Background: an optimization exercise with open tools, aiming at small area, a short achievable clock period and few clock cycles per item. Do not read the settings as production practice.
The RTL was checked by simulation tests, not by an equivalence proof against the original design.

job 7227:
// yuv2rgb_top
module yuv2rgb_top #(
	parameter int img_width = 320,
	parameter int img_height = 240
) (
	input logic CLOCK_50_I,
	input logic Resetn,
	input logic start,
	input logic [15:0] read_data,
	output logic [15:0] write_data,
	output logic [17:0] address,
	output logic write_en_n,
	output logic done
);
	localparam int macros_per_row = img_width / 4;
	localparam int n_pairs = img_width * img_height / 2;
	localparam logic [17:0] u_base = 18'(img_width * img_height / 2);
	localparam logic [17:0] v_base = 18'(img_width * img_height * 3 / 4);
	localparam logic [16:0] rgb_first = 17'(146944 - 131072);
	localparam logic [15:0] y_end = 16'(n_pairs / 2 + 1);
	localparam logic [17:0] u_base2 = u_base + 18'd2;
	localparam logic [17:0] v_base2 = v_base + 18'd2;
	localparam logic [6:0] col_idle = 7'(macros_per_row - 2);
	logic active;
	logic write_en;
	logic [3:0] ph;
	logic [15:0] mc;
	logic [6:0] col;
	logic wr_ok;
	logic [16:0] rgb;
	logic finish;
	logic wr_ok_n;
	logic wr_issue;
	logic [17:0] c_addr;
	assign finish = active && (ph == 4'd6) && (mc == y_end);
	assign wr_ok_n = wr_ok || ((ph == 4'd6) && (col == 7'd0));
	assign wr_issue = active && !finish && wr_ok_n && ((ph == 4'd1) || (ph == 4'd2)
		|| (ph == 4'd4) || (ph == 4'd5) || (ph == 4'd6) || (ph == 4'd8));
	assign c_addr = ((ph == 4'd0) ? v_base2 : u_base2) + {{2{mc[15]}}, mc};
	always_ff @(posedge CLOCK_50_I or negedge Resetn) begin
		if (!Resetn) begin
			active <= 1'b0;
			ph <= 4'd9;
			done <= 1'b0;
			write_en <= 1'b0;
		end else begin
			done <= finish;
			write_en <= wr_issue;
			if (!active) begin
				if (start) begin
					active <= 1'b1;
					ph <= 4'd0;
				end else begin
					ph <= 4'd9;
				end
			end else if (finish) begin
				active <= 1'b0;
				ph <= 4'd9;
			end else begin
				ph <= (ph == 4'd9) ? 4'd0 : ph + 4'd1;
			end
		end
	end
  ...
Settings: LEC_CHECK=0, CAP_MARGIN=20, CORE_MARGIN=2, CORE_UTILIZATION=40, CTS_BUF_LIST=sky130_fd_sc_hd__clkbuf_16, CTS_CLUSTER_DIAMETER=100, CTS_CLUSTER_SIZE=25, SLEW_MARGIN=20; clock period 11.0 ns.
run.sh (not shown) runs the stock make flow with config.mk's settings and CLKGATE_MAP_FILE= SYNTH_SCRIPT=/design/flow/synth_recipe.tcl, a recipe that flattens the netlist after the stock synthesis.
Testbench counts of job 7227, summed over its fixed seeds: cycles 1,152,168, frames 6.
What job 3326 does differently from job 7227 at the input level:
# job 7227
export LEC_CHECK = 0
export CAP_MARGIN = 20
export CORE_MARGIN = 2
export CORE_UTILIZATION = 40
export CTS_BUF_LIST = sky130_fd_sc_hd__clkbuf_16
export CTS_CLUSTER_DIAMETER = 100
export CTS_CLUSTER_SIZE = 25
export SLEW_MARGIN = 20
create_clock -name core_clock -period 11.0 [get_ports {CLOCK_50_I}]
# job 3326
export LEC_CHECK = 0
export CAP_MARGIN = 20
export CORE_MARGIN = 2
export CORE_UTILIZATION = 40
export CTS_BUF_LIST = sky130_fd_sc_hd__clkbuf_16
export CTS_CLUSTER_DIAMETER = 120
export CTS_CLUSTER_SIZE = 20
export SLEW_MARGIN = 20
create_clock -name core_clock -period 11.0 [get_ports {CLOCK_50_I}]
### Flow results
Having completed the whole flow, job 3326 delivered a layout that passed the timing, DRC and antenna checks.
Job 7227 -> job 3326: peak clock frequency supported by timing flat
There was hardly any difference in number of non-filler instances in the completed layout between job 7227 and job 3326.
Compared with job 7227, job 3326 shows first-pass GRT wire length higher by about 0.53%.
Relative to job 3326, the following input files were edited for job 5270:
==> flow/flow/run.sh (new file) <==
#!/bin/bash
# Standard layout, with the port buffers made from buf_1 cells instead of the
# default choice (a delay buffer): smaller, and faster to the outputs.
set -e
export BUFFER_PORTS_ARGS="-buffer_cell sky130_fd_sc_hd__buf_1"
bash standard.sh > standard.log 2>&1
==> flow/standard.sh (new file) <==
#!/bin/bash
# synth_recipe.tcl (not shown) runs the flow's synth.tcl, then flattens the netlist and writes it again
# the make line also repeats each setting of config.mk as NAME=value (left out here)
make -C /OpenROAD-flow-scripts/flow DESIGN_CONFIG=/design/flow/config.mk WORK_HOME=/design/flow/orfs CLKGATE_MAP_FILE= SYNTH_SCRIPT=/design/flow/synth_recipe.tcl "${@:-finish}"
removed: flow/run.sh
==> notes.md <==
From job 5270 to job 3326, adder-cell share of the synthesized area did not move at all. As far as via density per instance is concerned, job 3326 and job 5270 perform about the same. Job 3326 → job 5270: portion of the layout cell area used by clock cells now sits at about the same level, worst setup slack rose 0.0067 ns.
For job 5681, these inputs were changed with respect to job 5270:
# job 5270
export LEC_CHECK = 0
export CAP_MARGIN = 20
export CORE_MARGIN = 2
export CORE_UTILIZATION = 40
export CTS_BUF_LIST = sky130_fd_sc_hd__clkbuf_16
export CTS_CLUSTER_DIAMETER = 120
export CTS_CLUSTER_SIZE = 20
export SLEW_MARGIN = 20
create_clock -name core_clock -period 11.0 [get_ports {CLOCK_50_I}]
# job 5681
export LEC_CHECK = 0
export CAP_MARGIN = 20
export CORE_MARGIN = 2
export CORE_UTILIZATION = 40
export SLEW_MARGIN = 20
create_clock -name core_clock -period 11.0 [get_ports {CLOCK_50_I}]
==> flow/flow/run.sh <==
#!/bin/bash
# Standard layout, with the port buffers made from buf_2 cells instead of the
# default choice (a delay buffer), so the paths to the outputs are shorter.
set -e
export BUFFER_PORTS_ARGS="-buffer_cell sky130_fd_sc_hd__buf_2"
bash standard.sh > standard.log 2>&1
Findings:
Compared with job 5270, in job 5681 largest stage delay on the critical path lost 0.05 ns, via count picked up an extra about 0.8%, final critical delay including setup and external delays picked up an extra 0.0098 ns.
The met3 track utilization from global routing in job 5681 was higher than what job 5270 gave.
[compare] base=job 5270 new=job 5681: number of logic stages on the critical path including buffering roughly the same, share of the final layout cell area in multi-input gates lower.
Relative to job 5681, the following input files were edited for job 4745:
# job 5681
export LEC_CHECK = 0
export CAP_MARGIN = 20
export CORE_MARGIN = 2
export CORE_UTILIZATION = 40
export SLEW_MARGIN = 20
create_clock -name core_clock -period 11.0 [get_ports {CLOCK_50_I}]
# job 4745
export LEC_CHECK = 0
export CAP_MARGIN = 20
export CORE_MARGIN = 2
export CORE_UTILIZATION = 40
export CTS_BUF_LIST = sky130_fd_sc_hd__clkbuf_4 sky130_fd_sc_hd__clkbuf_8
export CTS_CLUSTER_SIZE = 25
export SLEW_MARGIN = 20
create_clock -name core_clock -period 11.0 [get_ports {CLOCK_50_I}]
==> flow/run.sh (new file) <==
#!/bin/bash
# synth_recipe.tcl (not shown) runs the flow's synth.tcl, then flattens the netlist and writes it again
# the make line also repeats each setting of config.mk as NAME=value (left out here)
make -C /OpenROAD-flow-scripts/flow DESIGN_CONFIG=/design/flow/config.mk WORK_HOME=/design/flow/orfs CLKGATE_MAP_FILE= SYNTH_SCRIPT=/design/flow/synth_recipe.tcl finish
removed: flow/flow/run.sh
removed: flow/standard.sh
Findings:
Going from job 5681 to job 4745, wire length ~0 delta; share of the clock period used by the worst path after layout +0.46 points; number of antenna violations at the first check in global routing +2. Run comparison: job 5681 endpoint of the worst setup timing path mg_c; job 4745 endpoint of the worst setup timing path write_en_n.

yuv2rgb_top again, from the RTL that the note above started with.
Design yuv2rgb_top, start of the top module:
module yuv2rgb_top #(
	parameter int img_width = 320,
	parameter int img_height = 240
) (
	input logic CLOCK_50_I,
	input logic Resetn,
	input logic start,
	input logic [15:0] read_data,
	output logic [15:0] write_data,
	output logic [17:0] address,
	output logic write_en_n,
	output logic done
);
clock: 11.0 ns
lec_check: 0
cap_margin: 20
core_margin: 2
core_utilization: 40
cts_buf_list: sky130_fd_sc_hd__clkbuf_8
cts_cluster_diameter: 100
cts_cluster_size: 16
slew_margin: 20
Stock flow here: none of the scripts above is used.
Testbench counts at the start, summed over its fixed seeds: cycles 1,152,168, frames 6.
Next try:
Settings changed: CTS_BUF_LIST sky130_fd_sc_hd__clkbuf_8 to not set, CTS_CLUSTER_DIAMETER 100 to not set, CTS_CLUSTER_SIZE 16 to not set.
What happened: Clock skew is lower by 0.014 ns; area after synthesis stays the same; final cell count came out higher by 0.87%; die area is unchanged; register-to-register slack improves by 0.05 ns; critical path depth stays the same; wire length increases by 0.65%.
Next try:
Settings changed: CTS_BUF_LIST set to sky130_fd_sc_hd__clkbuf_8, CTS_CLUSTER_SIZE set to 30.
The new run finished clean.
Cell area hardly moves.
Global-route usage increases by 0.19 points.
Maximum frequency decreases by 1.1%.
Setup slack loses 0.039 ns.
Routed wire length increases by 0.68%.
Count of clock-buffer cells in the layout increases by 25.
Non-clock buffer count does not change.

[port drivers added, routing unchanged]
The results above use ideal ports. As a check the final layouts listed here were re-extracted and re-timed, cells and wires unchanged.
Step 1: set_driving_cell puts a clkbuf_16 on CLOCK_50_I and a buf_2 on each other input, an assumption about the parent block.
Step 2, shift: input delay + t, output delay - t, t = (earliest + latest rising clock arrival at the registers) / 2. This alone moves slack from input paths to output paths.
Three values: ideal, step 1, step 2; two values: the first two.
run | t, ns | slack for setup (ns) | clock arrival spread, ns | slew at the worst register clock pin (ns) | pins driven straight from the clock port
job 7227 | 0.617 | 7.289 / 7.234 / 7.317 | 0.027 / 0.027 | 0.11 / 0.11 | 1
job 3326 | 0.621 | 7.292 / 7.238 / 7.340 | 0.020 / 0.020 | 0.09 / 0.09 | 1
job 5270 | 0.627 | 7.298 / 7.298 / 7.298 | 0.039 / 0.039 | 0.09 / 0.09 | 1
job 5681 | 0.630 | 7.288 / 7.288 / 7.288 | 0.019 / 0.018 | 0.07 / 0.07 | 1
job 4745 | 0.696 | 7.238 / 7.182 / 7.340 | 0.024 / 0.024 | 0.07 / 0.07 | 1
the first run of note 2 | 0.649 | 7.240 / 7.192 / 7.302 | 0.045 / 0.045 | 0.12 / 0.12 | 1
the second run of note 2 | 0.643 | 7.281 / 7.225 / 7.354 | 0.030 / 0.031 | 0.06 / 0.06 | 1
the third run of note 2 | 0.696 | 7.242 / 7.185 / 7.331 | 0.026 / 0.026 | 0.07 / 0.07 | 1
After both steps every run listed still meets setup and hold.
